Background: an optimization exercise with open tools, aiming at small area, a short achievable clock period and few clock cycles per item. Do not read the settings as production practice. Where RTL was checked, it was by simulation tests only, not by an equivalence proof against the original.

## the previous run
==> flow/design.v <==
package pipcu_pkg;
  localparam int unsigned COORD_BITS_DEFAULT = 32;
  localparam int unsigned QUEUE_DEPTH = 3;
  typedef struct packed {
    logic full;
    logic empty;
  } fifo_stat_t;
endpackage
module pipcu_front #(
  parameter int unsigned CoordBits = 32
) (
  input  logic signed [CoordBits-1:0] point_x_i,
  input  logic signed [CoordBits-1:0] point_y_i,
  input  logic signed [CoordBits-1:0] start_x_i,
  input  logic signed [CoordBits-1:0] start_y_i,
  input  logic signed [CoordBits-1:0] end_x_i,
  input  logic signed [CoordBits-1:0] end_y_i,
  output logic signed [CoordBits:0]   dif_a_o,   
  output logic signed [CoordBits:0]   dif_b_o,   
  output logic signed [CoordBits:0]   dif_c_o,   
  output logic signed [CoordBits:0]   dif_d_o,   
  output logic                        px_lt_ex_o,
  output logic                        px_eq_ex_o,
  output logic                        ey_lt_py_o,
  output logic                        ey_eq_py_o,
  output logic                        a_zero_o,   
  output logic                        b_zero_o    
);
  assign dif_a_o = {point_x_i[CoordBits-1], point_x_i} - {start_x_i[CoordBits-1], start_x_i};
  assign dif_b_o = {point_y_i[CoordBits-1], point_y_i} - {start_y_i[CoordBits-1], start_y_i};
  assign dif_c_o = {end_x_i[CoordBits-1], end_x_i} - {start_x_i[CoordBits-1], start_x_i};
  assign dif_d_o = {end_y_i[CoordBits-1], end_y_i} - {start_y_i[CoordBits-1], start_y_i};
  assign px_lt_ex_o = (point_x_i < end_x_i);
  assign px_eq_ex_o = (point_x_i == end_x_i);
  assign ey_lt_py_o = (end_y_i < point_y_i);
  assign ey_eq_py_o = (end_y_i == point_y_i);
  assign a_zero_o   = (point_x_i == start_x_i);
  assign b_zero_o   = (point_y_i == start_y_i);
endmodule
module pipcu_fifo #(
  parameter int unsigned Depth = 3
) (
  input  logic                  clk_i,
  input  logic                  rst_ni,
  input  logic                  push_i,
  input  logic                  data_i,
  input  logic                  pop_i,
  output logic                  data_o,
  output logic [$clog2(Depth+1)-1:0] count_o,
  output pipcu_pkg::fifo_stat_t stat_o
);
  localparam int unsigned PtrW = (Depth > 1) ? $clog2(Depth) : 1;
  localparam int unsigned CntW = $clog2(Depth + 1);
  logic [Depth-1:0] mem_q;
  logic [PtrW-1:0]  wr_ptr_q;
  logic [PtrW-1:0]  rd_ptr_q;
  logic [CntW-1:0]  count_q;
  logic             pop_fire;
  assign stat_o.full  = (count_q == CntW'(Depth));
  assign stat_o.empty = (count_q == '0);
  assign count_o      = count_q;
  assign pop_fire     = pop_i && !stat_o.empty;
  assign data_o       = mem_q[rd_ptr_q];
  always_ff @(posedge clk_i or negedge rst_ni) begin
    if (!rst_ni) begin
      wr_ptr_q <= '0;
      rd_ptr_q <= '0;
      count_q  <= '0;
    end else begin
      if (push_i) begin
        wr_ptr_q <= (wr_ptr_q == PtrW'(Depth - 1)) ? '0 : wr_ptr_q + 1'b1;
      end
      if (pop_fire) begin
        rd_ptr_q <= (rd_ptr_q == PtrW'(Depth - 1)) ? '0 : rd_ptr_q + 1'b1;
      end
      if (push_i && !pop_fire) begin
        count_q <= count_q + 1'b1;
      end else if (pop_fire && !push_i) begin
        count_q <= count_q - 1'b1;
      end
    end
  end
  always_ff @(posedge clk_i) begin
    if (push_i) begin
      mem_q[wr_ptr_q] <= data_i;
    end
  end
endmodule
module pipcu_back #(
  parameter int unsigned CoordBits = 32
) (
  input  logic                        clk_i,
  input  logic                        rst_ni,
  input  logic                        edge_valid_i,
  input  logic                        edge_last_i,
  input  logic signed [CoordBits:0]   dif_a_i,
  input  logic signed [CoordBits:0]   dif_b_i,
  input  logic signed [CoordBits:0]   dif_c_i,
  input  logic signed [CoordBits:0]   dif_d_i,
  input  logic                        px_lt_ex_i,
  input  logic                        px_eq_ex_i,
  input  logic                        ey_lt_py_i,
  input  logic                        ey_eq_py_i,
  input  logic                        a_zero_i,
  input  logic                        b_zero_i,
  output logic                        busy_o,    
  output logic                        res_push_o,
  output logic                        res_bit_o
);
  localparam int unsigned W  = CoordBits + 1;    
  localparam int unsigned TW = W + 1;            
  logic                 valid_q;
  logic                 last_q;
  logic                 first_q;
  logic [6:0]           cnt_q;
  logic signed [W-1:0]  r1_q, r2_q, c_q, d_q;
  logic                 px_lt_ex_q, px_eq_ex_q, ey_lt_py_q, ey_eq_py_q;
  logic                 parity_q;
  logic signed [TW-1:0] t1, t2;
  logic                 aneg, bneg, cneg, dneg;
  logic                 t1z, t2z, az, bz;
  logic                 q1, q2;
  logic                 straddle;
  logic                 a_ge_c;
  logic                 decided;
  logic                 tog;
  logic                 load;
  logic                 retire;
  function automatic logic [1:0] cmp_ge_eq(logic [TW-1:0] x, logic [TW-1:0] y, logic s);
    logic [63:0] g, e;
    logic [TW-1:0] xs, ys;
    xs = x ^ {TW{s}};
    ys = y ^ {TW{s}};
    g = '0;
    e = '1;
    for (int i = 0; i < TW; i++) begin
      if (i == TW - 1) begin
        g[i] = !xs[i] && ys[i];
      end else begin
        g[i] = xs[i] && !ys[i];
      end
      e[i] = (x[i] == y[i]);
    end
    for (int l = 0; l < 6; l++) begin
      for (int i = 0; i < (32 >> l); i++) begin
        g[i] = g[2*i+1] | (e[2*i+1] & g[2*i]);
        e[i] = e[2*i+1] & e[2*i];
      end
    end
    cmp_ge_eq = {g[0] | e[0], e[0]};
  endfunction
  assign aneg = r1_q[W-1];
  assign bneg = r2_q[W-1];
  assign cneg = c_q[W-1];
  assign dneg = d_q[W-1];
  logic                 az_q, bz_q;
  assign az   = az_q;
  assign bz   = bz_q;
  assign t1  = {r1_q, 1'b0} - TW'(c_q);
  assign t2  = {r2_q, 1'b0} - TW'(d_q);
  logic [1:0] cmp1, cmp2;
  assign cmp1 = cmp_ge_eq({r1_q, 1'b0}, TW'(c_q), cneg);
  assign cmp2 = cmp_ge_eq({r2_q, 1'b0}, TW'(d_q), dneg);
  assign q1   = cmp1[1];
  assign t1z  = cmp1[0];
  assign q2   = cmp2[1];
  assign t2z  = cmp2[0];
  assign straddle = (bneg | bz) == ey_lt_py_q;
  assign a_ge_c   = cneg ? (px_lt_ex_q | px_eq_ex_q) : !px_lt_ex_q;
  logic flagdec;
  assign flagdec = !straddle || (aneg != cneg) || a_ge_c || az || ey_eq_py_q || bz;
  always_comb begin
    decided = 1'b1;
    tog     = 1'b0;
    if (first_q && !straddle) begin
      tog = 1'b0;
    end else if (first_q && (aneg != cneg)) begin
      tog = !cneg;                             
    end else if (first_q && a_ge_c) begin
      tog = !(ey_eq_py_q && px_eq_ex_q) && cneg;   
    end else if (first_q && az) begin
      tog = !bz;                               
    end else if (first_q && ey_eq_py_q) begin
      tog = !cneg;                             
    end else if (first_q && bz) begin
      tog = cneg;                              
    end else if (q1 != q2) begin
      tog = q1 ^ !cneg;
    end else if (q1 && t1z && t2z) begin
      tog = 1'b0;                              
    end else if (q1 && t1z) begin
      tog = !cneg;                             
    end else if (q1 && t2z) begin
      tog = cneg;                              
    end else if (cnt_q[6]) begin
      tog = 1'b0;                              
    end else begin
      decided = 1'b0;
    end
  end
  assign retire = valid_q && decided;
  assign load   = !valid_q || decided;
  logic hold_open;
  assign hold_open = valid_q && (first_q ? !flagdec : !cnt_q[6]);
  assign busy_o    = hold_open && (q1 == q2);
  always_ff @(posedge clk_i or negedge rst_ni) begin
    if (!rst_ni) begin
      valid_q  <= 1'b0;
      parity_q <= 1'b0;
    end else begin
      if (load) begin
        valid_q <= edge_valid_i;
      end
      if (retire) begin
        parity_q <= last_q ? 1'b0 : (parity_q ^ tog);
      end
    end
  end
  always_ff @(posedge clk_i) begin
    if (load) begin
      last_q     <= edge_last_i;
      first_q    <= 1'b1;
      cnt_q      <= '0;
      r1_q       <= dif_a_i;
      r2_q       <= dif_b_i;
      c_q        <= dif_c_i;
      d_q        <= dif_d_i;
      px_lt_ex_q <= px_lt_ex_i;
      px_eq_ex_q <= px_eq_ex_i;
      ey_lt_py_q <= ey_lt_py_i;
      ey_eq_py_q <= ey_eq_py_i;
      az_q       <= a_zero_i;
      bz_q       <= b_zero_i;
    end else begin
      first_q    <= 1'b0;
      cnt_q      <= cnt_q + 1'b1;
      r1_q       <= q1 ? W'(t1) : {r1_q[W-2:0], 1'b0};
      r2_q       <= q2 ? W'(t2) : {r2_q[W-2:0], 1'b0};
    end
  end
  assign res_push_o = retire && last_q;
  assign res_bit_o  = parity_q ^ tog;
endmodule
module point_in_polygon_crossing_unit #(
  parameter int unsigned CoordBits = pipcu_pkg::COORD_BITS_DEFAULT
) (
  input  logic                        clk_i,
  input  logic                        rst_ni,
  input  logic                        push,
  output logic                        full,
  input  logic signed [CoordBits-1:0] point_x_i,
  input  logic signed [CoordBits-1:0] point_y_i,
  input  logic signed [CoordBits-1:0] start_x_i,
  input  logic signed [CoordBits-1:0] start_y_i,
  input  logic signed [CoordBits-1:0] end_x_i,
  input  logic signed [CoordBits-1:0] end_y_i,
  input  logic                        last_edge_i,
  output logic                        empty,
  input  logic                        pop,
  output logic                        inside_res_o
);
  localparam int unsigned ResDepth = pipcu_pkg::QUEUE_DEPTH;
  localparam int unsigned CntW     = $clog2(ResDepth + 1);
  logic signed [CoordBits:0] dif_a, dif_b, dif_c, dif_d;
  logic                      px_lt_ex, px_eq_ex, ey_lt_py, ey_eq_py;
  logic                      a_zero, b_zero;
  logic                      busy;
  logic                      res_room;
  logic                      res_push;
  logic                      res_bit;
  logic [CntW-1:0]           res_count;
  pipcu_pkg::fifo_stat_t     res_stat;
  pipcu_front #(
    .CoordBits (CoordBits)
  ) u_front (
    .point_x_i (point_x_i),
    .point_y_i (point_y_i),
    .start_x_i (start_x_i),
    .start_y_i (start_y_i),
    .end_x_i   (end_x_i),
    .end_y_i   (end_y_i),
    .dif_a_o   (dif_a),
    .dif_b_o   (dif_b),
    .dif_c_o   (dif_c),
    .dif_d_o   (dif_d),
    .px_lt_ex_o (px_lt_ex),
    .px_eq_ex_o (px_eq_ex),
    .ey_lt_py_o (ey_lt_py),
    .ey_eq_py_o (ey_eq_py),
    .a_zero_o   (a_zero),
    .b_zero_o   (b_zero)
  );
  assign res_room = (res_count <= CntW'(ResDepth - 2));
  assign full     = busy || !res_room;
  pipcu_back #(
    .CoordBits (CoordBits)
  ) u_back (
    .clk_i        (clk_i),
    .rst_ni       (rst_ni),
    .edge_valid_i (push && !full),
    .edge_last_i  (last_edge_i),
    .dif_a_i      (dif_a),
    .dif_b_i      (dif_b),
    .dif_c_i      (dif_c),
    .dif_d_i      (dif_d),
    .px_lt_ex_i   (px_lt_ex),
    .px_eq_ex_i   (px_eq_ex),
    .ey_lt_py_i   (ey_lt_py),
    .ey_eq_py_i   (ey_eq_py),
    .a_zero_i     (a_zero),
    .b_zero_i     (b_zero),
    .busy_o       (busy),
    .res_push_o   (res_push),
    .res_bit_o    (res_bit)
  );
  pipcu_fifo #(
    .Depth (ResDepth)
  ) u_res_queue (
    .clk_i   (clk_i),
    .rst_ni  (rst_ni),
    .push_i  (res_push),
    .data_i  (res_bit),
    .pop_i   (pop),
    .data_o  (inside_res_o),
    .count_o (res_count),
    .stat_o  (res_stat)
  );
  assign empty = res_stat.empty;
endmodule
clock: 10.0 ns
lec_check: 0
cap_margin: 20
core_margin: 2
core_utilization: 40
setup_slack_margin: 5
slew_margin: 20
run.sh (not shown) runs the stock make flow with config.mk's settings and CLKGATE_MAP_FILE= SYNTH_SCRIPT=/design/flow/synth_recipe.tcl, a recipe that flattens the netlist after the stock synthesis.
--- input diff the previous run..the current run ---
--- a/flow/design.v
+++ b/flow/design.v
@@ -25,5 +25,6 @@
   output logic                        ey_eq_py_o,
   output logic                        a_zero_o,   
-  output logic                        b_zero_o    
+  output logic                        b_zero_o,   
+  output logic                        c_zero_o    
 );
   assign dif_a_o = {point_x_i[CoordBits-1], point_x_i} - {start_x_i[CoordBits-1], start_x_i};
@@ -37,4 +38,5 @@
   assign a_zero_o   = (point_x_i == start_x_i);
   assign b_zero_o   = (point_y_i == start_y_i);
+  assign c_zero_o   = (end_x_i == start_x_i);
 endmodule
 module pipcu_fifo #(
@@ -104,4 +106,5 @@
   input  logic                        a_zero_i,
   input  logic                        b_zero_i,
+  input  logic                        c_zero_i,
   output logic                        busy_o,    
   output logic                        res_push_o,
@@ -119,5 +122,5 @@
   logic signed [TW-1:0] t1, t2;
   logic                 aneg, bneg, cneg, dneg;
-  logic                 t1z, t2z, az, bz;
+  logic                 t1z, t2z, az, bz, cz;
   logic                 q1, q2;
   logic                 straddle;
@@ -154,7 +157,8 @@
   assign cneg = c_q[W-1];
   assign dneg = d_q[W-1];
-  logic                 az_q, bz_q;
+  logic                 az_q, bz_q, cz_q;
   assign az   = az_q;
   assign bz   = bz_q;
+  assign cz   = cz_q;
   assign t1  = {r1_q, 1'b0} - TW'(c_q);
   assign t2  = {r2_q, 1'b0} - TW'(d_q);
@@ -169,5 +173,5 @@
   assign a_ge_c   = cneg ? (px_lt_ex_q | px_eq_ex_q) : !px_lt_ex_q;
   logic flagdec;
-  assign flagdec = !straddle || (aneg != cneg) || a_ge_c || az || ey_eq_py_q || bz;
+  assign flagdec = !straddle || cz || az || (aneg != cneg) || a_ge_c || ey_eq_py_q || bz;
   always_comb begin
     decided = 1'b1;
@@ -175,10 +179,12 @@
     if (first_q && !straddle) begin
       tog = 1'b0;
+    end else if (first_q && cz) begin
+      tog = aneg;                              
+    end else if (first_q && az) begin
+      tog = !bz && !cneg;                      
     end else if (first_q && (aneg != cneg)) begin
       tog = !cneg;                             
     end else if (first_q && a_ge_c) begin
       tog = !(ey_eq_py_q && px_eq_ex_q) && cneg;   
-    end else if (first_q && az) begin
-      tog = !bz;                               
     end else if (first_q && ey_eq_py_q) begin
       tog = !cneg;                             
@@ -232,4 +238,5 @@
       az_q       <= a_zero_i;
       bz_q       <= b_zero_i;
+      cz_q       <= c_zero_i;
     end else begin
       first_q    <= 1'b0;
@@ -264,5 +271,5 @@
   logic signed [CoordBits:0] dif_a, dif_b, dif_c, dif_d;
   logic                      px_lt_ex, px_eq_ex, ey_lt_py, ey_eq_py;
-  logic                      a_zero, b_zero;
+  logic                      a_zero, b_zero, c_zero;
   logic                      busy;
   logic                      res_room;
@@ -289,5 +296,6 @@
     .ey_eq_py_o (ey_eq_py),
     .a_zero_o   (a_zero),
-    .b_zero_o   (b_zero)
+    .b_zero_o   (b_zero),
+    .c_zero_o   (c_zero)
   );
   assign res_room = (res_count <= CntW'(ResDepth - 2));
@@ -310,4 +318,5 @@
     .a_zero_i     (a_zero),
     .b_zero_i     (b_zero),
+    .c_zero_i     (c_zero),
     .busy_o       (busy),
     .res_push_o   (res_push),
Findings:
- The current run: full flow OK, the timing, DRC and antenna checks passed
- Met1 demand-to-capacity share in global routing, the previous run and the current run: lower on the current run
- Worst setup slack for register-to-register paths delta (the current run − the previous run): unfavourable
- Side by side, final critical-path share of the clock period turned out higher in the current run than in the previous run.
- Compared with the previous run, count of nets after finishing in the current run decreased by a few percent.
- Across both runs, sequential share of layout area was higher for the current run than for the previous run.
- The current run vs the previous run on standard cell core area: the current run is the lower one.
- Total nets after synthesis, the previous run and the current run, higher one = the previous run.
Testbench counts of the current run, summed over its fixed seeds: cycles 20,842, items 16,856.
For the previous run, only the layout was checked, not whether the RTL still works.

==> what the ideal ports hide <==
In the flow no input, the clock included, has a driving cell. The finished layouts below were timed again as built, in two steps.
Step 1, drivers: a clkbuf_16 drives clk_i and a buf_2 each remaining input, both assumed.
Step 2 moves the port delays by t, midway between the first and last clock arrival at a register: inputs arrive t later, outputs are due t later. That takes back most of the time a late clock gives input paths.
Slacks: no drivers / after step 1 / after step 2; pairs: no drivers / after step 1.
run | t (ns) | setup WS [ns] | worst setup path after step 2 | latest minus earliest clock arrival (ns)
the previous run | 0.495 | 4.942 / 4.891 / 4.612 | input to register | 0.008 / 0.008
the current run | 0.482 | 4.890 / 4.838 / 4.624 | input to register | 0.012 / 0.011
After both steps every run listed still meets setup and hold. For the previous run, which loses most, drivers alone change the setup slack by -0.051 ns; drivers and shift together by -0.330 ns.
